Context: an optimization exercise on an open-source flow, tuned for small area, a short achievable clock period and few clock cycles. The choices shown serve that exercise and are no tape-out recipe. Only simulation tests tie the RTL to the original design; equivalence was not proved.

==> flow/design.v <==
`timescale 1ns/1ps
`default_nettype none
module modarith_unit (
    input  logic         clk,
    input  logic         rst_n,
    input  logic         start,
    input  logic [1:0]   op,
    input  logic [127:0] a,
    input  logic [127:0] b,
    input  logic [127:0] m,
    output logic         busy,
    output logic         done,
    output logic [127:0] res_value,
    output logic         res_err
);
    localparam int K     = 2;                       
    localparam int NSTEP = 64;                      
    localparam int BW    = 128;
    localparam int SW    = 132;                     
    localparam int IW    = SW + K;                  
    localparam int P     = 122;                     
    localparam int EW    = 10;                      
    localparam int MP    = 2;                       
    localparam int BIAS  = 1;
    localparam int QMIN  = -2;
    localparam int NQ    = 8;                       
    localparam int NT    = NQ - 1;                  
    localparam int MHW   = 128 - P + MP;            
    localparam int TW    = EW + 8;                  
    localparam int CW    = 7;                       
    localparam logic [3:0] ST_IDLE  = 4'd0,
                           ST_MSTEP = 4'd1,   
                           ST_MFIN  = 4'd2,   
                           ST_FIX   = 4'd3,   
                           ST_ADD1  = 4'd4,   
                           ST_ADD2  = 4'd5,   
                           ST_SUB1  = 4'd6,   
                           ST_FSTEP = 4'd7,   
                           ST_FP1   = 4'd8,   
                           ST_FSUB  = 4'd9,   
                           ST_MSET  = 4'd10,  
                           ST_MAPP  = 4'd11;  
    logic [127:0]  ra, rm;
    logic [BW-1:0] rb;
    logic [SW-1:0] S, C;
    logic [CW-1:0] cnt;
    logic [3:0]    st;
    logic          sub_r;    
    logic          czero_r;  
    logic          last_r;   
    logic          err_r;
    logic accept;
    assign accept = start & (~busy | done);
    logic do_step;
    assign do_step = (st == ST_MSTEP) | (st == ST_FSTEP);
    logic [NQ-1:0] qoh;
    logic          q_p, q_n1, q_n2, q_inc, q_l;
    logic [SW-1:0] m_s;
    assign m_s = {{(SW-128){1'b0}}, rm};
    logic [SW-1:0] t_h, t_l;
    assign t_h = ({SW{q_p}} & (m_s << 1)) | ({SW{q_n1}} & ~(m_s << 1)) | ({SW{q_n2}} & ~(m_s << 2));
    assign t_l = {SW{q_l}} & ~m_s;
    logic [SW-1:0] xa, ya, xb, yb, maja, majb;
    assign xa   = S ^ C ^ t_h;
    assign maja = (S & C) | (S & t_h) | (C & t_h);
    assign ya   = {maja[SW-2:0], q_inc};
    assign xb   = xa ^ ya ^ t_l;
    assign majb = (xa & ya) | (xa & t_l) | (ya & t_l);
    assign yb   = {majb[SW-2:0], q_l};
    logic [IW-1:0] xb4, yb4, pp1, pp0, xc, yc, xd, yd, majc, majd;
    assign xb4  = {xb, 2'b00};
    assign yb4  = {yb, 2'b00};
    assign pp1  = rb[BW-1] ? {{(IW-129){1'b0}}, ra, 1'b0} : '0;
    assign pp0  = rb[BW-2] ? {{(IW-128){1'b0}}, ra} : '0;
    assign xc   = xb4 ^ yb4 ^ pp1;
    assign majc = (xb4 & yb4) | (xb4 & pp1) | (yb4 & pp1);
    assign yc   = {majc[IW-2:0], 1'b0};
    assign xd   = xc ^ yc ^ pp0;
    assign majd = (xc & yc) | (xc & pp0) | (yc & pp0);
    assign yd   = {majd[IW-2:0], 1'b0};
    logic [SW-1:0] step_s, step_c;
    assign step_s = xd[SW-1:0];
    assign step_c = yd[SW-1:0];
    logic [MHW-1:0] mh;
    assign mh = rm[127 -: MHW];
    logic [K-1:0] nd;             
    assign nd = do_step ? rb[BW-K-1 -: K] : rb[BW-1 -: K];
    logic [IW-1:0] a1, a0;
    assign a1 = {{(IW-129){1'b0}}, ra, 1'b0};
    assign a0 = {{(IW-128){1'b0}}, ra};
    logic [EW-1:0] ppt;           
    assign ppt = (nd[1] ? a1[P +: EW] : '0) + (nd[0] ? a0[P +: EW] : '0);
    logic [EW-1:0] s_t, c_t;
    assign s_t = xb[P-K +: EW];
    assign c_t = yb[P-K +: EW];
    logic [NT-1:0][EW-1:0] nth, nth_n;
    logic [NT-1:0]         th;
    for (genvar t = 0; t < NT; t++) begin : g_th
        localparam int CJ = 2 * (QMIN + 1 + t) - 1;
        logic signed [TW-1:0] cj, mhs, prod, thr;
        logic [EW-1:0] x1, y1, m1, tsum;
        assign cj    = TW'(CJ);
        assign mhs   = {{(TW-MHW){1'b0}}, mh};
        assign prod  = cj * mhs;
        assign thr   = (prod >>> (MP + 1)) - TW'(BIAS);
        assign nth_n[t] = ppt - thr[EW-1:0];
        assign x1    = s_t ^ c_t ^ nth[t];
        assign m1    = (s_t & c_t) | (s_t & nth[t]) | (c_t & nth[t]);
        assign y1    = {m1[EW-2:0], 1'b0};
        assign tsum  = x1 + y1;
        assign th[t] = ~tsum[EW-1];
    end
    always_ff @(posedge clk) nth <= nth_n;
    logic qen;
    assign qen = (st == ST_MSTEP);
    logic [NQ:0]   thx;
    logic [NQ-1:0] eq, qoh_n;
    always_comb begin
        thx = {1'b0, th, 1'b1};
        for (int v = 0; v < NQ; v++) eq[v] = thx[v] & ~thx[v+1];
        qoh_n = qen ? eq : NQ'(1 << (-QMIN));
    end
    always_ff @(posedge clk) begin
        qoh   <= qoh_n;
        q_p   <= qen & ~th[1];               
        q_n1  <= qen & th[3] & ~th[5];       
        q_n2  <= qen & th[5];                
        q_inc <= qen & th[3];
        q_l   <= qen & (eq[1] | eq[3] | eq[5] | eq[7]);   
    end
    logic [SW-1:0] cpa;
    assign cpa = S + (C ^ {SW{sub_r}}) + {{(SW-1){1'b0}}, sub_r};
    logic neg;
    assign neg = cpa[SW-1];
    logic addsub_in;
    assign addsub_in = ~op[1];
    always_ff @(posedge clk) begin
        if (do_step) begin
            S <= step_s;
            C <= step_c;
        end else if (st == ST_MAPP) begin
            S <= xb;
            C <= yb;
        end else if (accept) begin
            S <= {{(SW-128){1'b0}}, a & {128{addsub_in}}};
            C <= {{(SW-128){1'b0}}, b & {128{addsub_in}}};
        end else begin
            S <= cpa;
            C <= czero_r ? '0 : {{(SW-128){1'b0}}, rm};
        end
        if (accept) begin
            ra <= a;
            rm <= m;
            rb <= {{(BW-128){1'b0}}, b};
            cnt <= CW'(NSTEP - 1);
            err_r <= (op == 2'd3);
        end else if (do_step) begin
            rb <= rb << K;
            cnt <= cnt - 1'b1;
        end
    end
    logic [3:0] st_n;
    logic       sub_n, czero_n, last_n, done_n;
    always_comb begin
        st_n    = ST_IDLE;
        sub_n   = 1'b0;
        czero_n = 1'b0;
        last_n  = last_r;
        done_n  = 1'b0;
        case (st)
            ST_MSET:  st_n = ST_MSTEP;
            ST_MSTEP: st_n = (cnt == '0) ? ST_MAPP : ST_MSTEP;
            ST_MAPP:  st_n = ST_MFIN;
            ST_MFIN, ST_ADD2, ST_SUB1: begin
                if (neg) st_n = ST_FIX;
                else     done_n = 1'b1;
            end
            ST_FIX:  done_n = 1'b1;
            ST_ADD1: begin st_n = ST_ADD2; sub_n = 1'b1; end
            ST_FSTEP: begin st_n = ST_FP1; last_n = (cnt == '0); end
            ST_FP1:  begin st_n = ST_FSUB; sub_n = 1'b1; end
            ST_FSUB: begin
                if (sub_r) begin
                    st_n = ST_FSUB;
                    if (neg) czero_n = 1'b1;   
                    else     sub_n   = 1'b1;
                end else if (last_r) begin
                    done_n = 1'b1;
                end else begin
                    st_n = ST_FSTEP;
                end
            end
            default: ;
        endcase
        if (accept) begin
            last_n = 1'b0;
            case (op)
                2'd0: begin st_n = ST_ADD1; end
                2'd1: begin st_n = ST_SUB1; sub_n = 1'b1; end
                2'd2: begin st_n = m[127] ? ST_MSET : ST_FSTEP; czero_n = 1'b1; end
                default: begin st_n = ST_IDLE; done_n = 1'b1; end
            endcase
        end
    end
    always_ff @(posedge clk or negedge rst_n) begin
        if (!rst_n) begin
            st      <= ST_IDLE;
            sub_r   <= 1'b0;
            czero_r <= 1'b0;
            last_r  <= 1'b0;
            busy    <= 1'b0;
            done    <= 1'b0;
        end else begin
            st      <= st_n;
            sub_r   <= sub_n;
            czero_r <= czero_n;
            last_r  <= last_n;
            busy    <= accept | (busy & ~done);
            done    <= done_n;
        end
    end
    assign res_value = S[127:0];
    assign res_err   = err_r;
endmodule
`default_nettype wire
clock: 10.5 ns
lec_check: 0
cap_margin: 40
core_margin: 2
core_utilization: 65
cts_buf_list: sky130_fd_sc_hd__clkbuf_8
slew_margin: 40
standard.sh (not shown) runs the stock make flow with config.mk's settings and CLKGATE_MAP_FILE= SYNTH_SCRIPT=/design/flow/synth_recipe.tcl, a recipe that flattens the netlist after the stock synthesis.
==> flow/flow/run.sh <==
#!/bin/bash
# The standard layout (the standard.sh: standard synthesis, floorplan,
# placement, CTS, routing, finish) with two changes to how it is made:
#  - a larger setup slack margin for ORFS's timing repair, so the repair keeps
#    working on the critical paths after the design's 10.5 ns clock is met;
#  - every port still gets its own buffer, but a plain sky130 buf_1 instead
#    of the delay cell buffer_ports picks by default (the resizer upsizes it
#    where a port needs more drive).
# The constraints and every other setting are the standard flow's own.
set -euo pipefail
bash standard.sh SETUP_SLACK_MARGIN=6 \
    'BUFFER_PORTS_ARGS=-buffer_cell sky130_fd_sc_hd__buf_1' \
    finish > standard_sh.log 2>&1
Testbench counts at the start, summed over its fixed seeds: cycles 18,776.
==> next run, changes <==
--- a/flow/design.v
+++ b/flow/design.v
@@ -20,9 +20,9 @@
     localparam int IW    = SW + K;                  
     localparam int P     = 122;                     
     localparam int EW    = 10;                      
     localparam int MP    = 2;                       
-    localparam int BIAS  = 1;
+    localparam int BIAS  = 2;
     localparam int QMIN  = -2;
     localparam int NQ    = 8;                       
     localparam int NT    = NQ - 1;                  
     localparam int MHW   = 128 - P + MP;            
@@ -89,26 +89,53 @@
     assign a1 = {{(IW-129){1'b0}}, ra, 1'b0};
     assign a0 = {{(IW-128){1'b0}}, ra};
     logic [EW-1:0] ppt;           
     assign ppt = (nd[1] ? a1[P +: EW] : '0) + (nd[0] ? a0[P +: EW] : '0);
+    logic [10:0] u1;
+    logic [13:0] u3, u5;          
+    assign u1 = rm[127 -: 11];
+    always_ff @(posedge clk) begin
+        u3 <= {3'b0, u1} + {2'b0, u1, 1'b0};
+        u5 <= {3'b0, u1} + {1'b0, u1, 2'b0};
+    end
+    logic [NQ-1:0][EW-1:0] p4c;
+    logic [13:0] u2, u4;
+    assign u2 = {2'b0, u1, 1'b0};
+    assign u4 = {1'b0, u1, 2'b0};
+    assign p4c[0] = EW'(u2 >> 3);                  
+    assign p4c[1] = EW'({3'b0, u1} >> 3);          
+    assign p4c[2] = '0;                            
+    assign p4c[3] = EW'(~{3'b0, u1} >> 3);
+    assign p4c[4] = EW'(~u2 >> 3);
+    assign p4c[5] = EW'(~u3 >> 3);
+    assign p4c[6] = EW'(~u4 >> 3);
+    assign p4c[7] = EW'(~u5 >> 3);
+    logic [EW-1:0] p4;
+    always_comb begin
+        p4 = '0;
+        for (int v = 0; v < NQ; v++) p4 = p4 | ({EW{qoh[v]}} & p4c[v]);
+    end
     logic [EW-1:0] s_t, c_t;
-    assign s_t = xb[P-K +: EW];
-    assign c_t = yb[P-K +: EW];
+    assign s_t = S[P-K +: EW];
+    assign c_t = C[P-K +: EW];
     logic [NT-1:0][EW-1:0] nth, nth_n;
     logic [NT-1:0]         th;
     for (genvar t = 0; t < NT; t++) begin : g_th
         localparam int CJ = 2 * (QMIN + 1 + t) - 1;
         logic signed [TW-1:0] cj, mhs, prod, thr;
-        logic [EW-1:0] x1, y1, m1, tsum;
+        logic [EW-1:0] x1, y1, m1, x2, y2, m2, tsum;
         assign cj    = TW'(CJ);
         assign mhs   = {{(TW-MHW){1'b0}}, mh};
         assign prod  = cj * mhs;
         assign thr   = (prod >>> (MP + 1)) - TW'(BIAS);
         assign nth_n[t] = ppt - thr[EW-1:0];
         assign x1    = s_t ^ c_t ^ nth[t];
         assign m1    = (s_t & c_t) | (s_t & nth[t]) | (c_t & nth[t]);
         assign y1    = {m1[EW-2:0], 1'b0};
-        assign tsum  = x1 + y1;
+        assign x2    = x1 ^ y1 ^ p4;
+        assign m2    = (x1 & y1) | (x1 & p4) | (y1 & p4);
+        assign y2    = {m2[EW-2:0], 1'b0};
+        assign tsum  = x2 + y2;
         assign th[t] = ~tsum[EW-1];
     end
     always_ff @(posedge clk) nth <= nth_n;
     logic qen;
=>
- worst hold slack stays flat
- setup slack gets better by 180 ps
- sequential share of layout area is lower by 0.15 points
- design area is higher by a few percent
- synthesized area is higher by a few percent
- via count is higher by a few percent
- cell count is higher by a few percent
- count of clock-buffer cells in the layout is higher by 16
- clock skew stays flat
Testbench counts after the change, summed over its fixed seeds: cycles 18,780.

========
Setup of P:
// modarith_unit: RTL as listed in full above, without the edits since
Settings: LEC_CHECK=0, CAP_MARGIN=20, CORE_MARGIN=2, CORE_UTILIZATION=65, CTS_BUF_LIST=sky130_fd_sc_hd__clkbuf_8, SLEW_MARGIN=20; clock period 10.5 ns.
Scripts as last shown in full above: flow/flow/run.sh
Testbench counts of P, summed over its fixed seeds: cycles 18,776.
diff inputs: P => Q
--- a/flow/design.v
+++ b/flow/design.v
@@ -20,9 +20,9 @@
     localparam int IW    = SW + K;                  
     localparam int P     = 122;                     
     localparam int EW    = 10;                      
     localparam int MP    = 2;                       
-    localparam int BIAS  = 1;
+    localparam int BIAS  = 2;
     localparam int QMIN  = -2;
     localparam int NQ    = 8;                       
     localparam int NT    = NQ - 1;                  
     localparam int MHW   = 128 - P + MP;            
@@ -89,26 +89,53 @@
     assign a1 = {{(IW-129){1'b0}}, ra, 1'b0};
     assign a0 = {{(IW-128){1'b0}}, ra};
     logic [EW-1:0] ppt;           
     assign ppt = (nd[1] ? a1[P +: EW] : '0) + (nd[0] ? a0[P +: EW] : '0);
+    logic [10:0] u1;
+    logic [13:0] u3, u5;          
+    assign u1 = rm[127 -: 11];
+    always_ff @(posedge clk) begin
+        u3 <= {3'b0, u1} + {2'b0, u1, 1'b0};
+        u5 <= {3'b0, u1} + {1'b0, u1, 2'b0};
+    end
+    logic [NQ-1:0][EW-1:0] p4c;
+    logic [13:0] u2, u4;
+    assign u2 = {2'b0, u1, 1'b0};
+    assign u4 = {1'b0, u1, 2'b0};
+    assign p4c[0] = EW'(u2 >> 3);                  
+    assign p4c[1] = EW'({3'b0, u1} >> 3);          
+    assign p4c[2] = '0;                            
+    assign p4c[3] = EW'(~{3'b0, u1} >> 3);
+    assign p4c[4] = EW'(~u2 >> 3);
+    assign p4c[5] = EW'(~u3 >> 3);
+    assign p4c[6] = EW'(~u4 >> 3);
+    assign p4c[7] = EW'(~u5 >> 3);
+    logic [EW-1:0] p4;
+    always_comb begin
+        p4 = '0;
+        for (int v = 0; v < NQ; v++) p4 = p4 | ({EW{qoh[v]}} & p4c[v]);
+    end
     logic [EW-1:0] s_t, c_t;
-    assign s_t = xb[P-K +: EW];
-    assign c_t = yb[P-K +: EW];
+    assign s_t = S[P-K +: EW];
+    assign c_t = C[P-K +: EW];
     logic [NT-1:0][EW-1:0] nth, nth_n;
     logic [NT-1:0]         th;
     for (genvar t = 0; t < NT; t++) begin : g_th
         localparam int CJ = 2 * (QMIN + 1 + t) - 1;
         logic signed [TW-1:0] cj, mhs, prod, thr;
-        logic [EW-1:0] x1, y1, m1, tsum;
+        logic [EW-1:0] x1, y1, m1, x2, y2, m2, tsum;
         assign cj    = TW'(CJ);
         assign mhs   = {{(TW-MHW){1'b0}}, mh};
         assign prod  = cj * mhs;
         assign thr   = (prod >>> (MP + 1)) - TW'(BIAS);
         assign nth_n[t] = ppt - thr[EW-1:0];
         assign x1    = s_t ^ c_t ^ nth[t];
         assign m1    = (s_t & c_t) | (s_t & nth[t]) | (c_t & nth[t]);
         assign y1    = {m1[EW-2:0], 1'b0};
-        assign tsum  = x1 + y1;
+        assign x2    = x1 ^ y1 ^ p4;
+        assign m2    = (x1 & y1) | (x1 & p4) | (y1 & p4);
+        assign y2    = {m2[EW-2:0], 1'b0};
+        assign tsum  = x2 + y2;
         assign th[t] = ~tsum[EW-1];
     end
     always_ff @(posedge clk) nth <= nth_n;
     logic qen;
[summary]
In Q the number of clock buffers in the layout turned out 5 higher than in P.
Q reports its launch point of the critical path as sub_r while P reports rm[126].
Sequential cell count grows by a few percent when moving from P to Q.
Comparing clock period minus final worst setup slack for Q and P, the smaller number came from Q.
Diff P -> Q: cell area saw an increase; clock latency reported for the late side of the worst-skew pair about even; synthesized area per cell increased by 0.099 um2 relative to the old numbers.
Delta(setup slack, Q - P) > 0
[compare] base=P new=Q: final cell count without fillers now larger, measured slew at the worst slew-check pin now smaller, wire length per cell after detailed routing now larger.
Higher worst slack at placement was reported by Q, not P.
Testbench counts of Q, summed over its fixed seeds: cycles 18,780.

==> what the ideal ports hide <==
The flow's constraints put no driver on any port. The routed layouts listed below were extracted and timed again, unchanged, in two steps.
Step 1, drivers: a clkbuf_16 drives clk and a buf_2 each remaining input, both assumed.
Step 2 also shifts input and output timing later by t, the mid clock arrival at the registers, as if the neighbouring blocks saw the same clock.
Three values: ideal ports, drivers, drivers and shift; two values: the first two.
run	shift t [ns]	slack for setup (ns)	worst hold slack (ns)
the first run of note 1	0.920	5.792 / 5.792 / 5.292	0.510 / 0.510 / 0.510
the second run of note 1	0.925	5.971 / 5.971 / 5.168	0.507 / 0.507 / 0.507
P	0.928	5.804 / 5.804 / 5.281	0.512 / 0.512 / 0.512
Q	0.935	6.030 / 6.030 / 5.214	0.508 / 0.508 / 0.508
After both steps every run listed still meets setup and hold. For Q, which loses most, drivers alone change the setup slack by 0.000 ns; drivers and shift together by -0.816 ns.
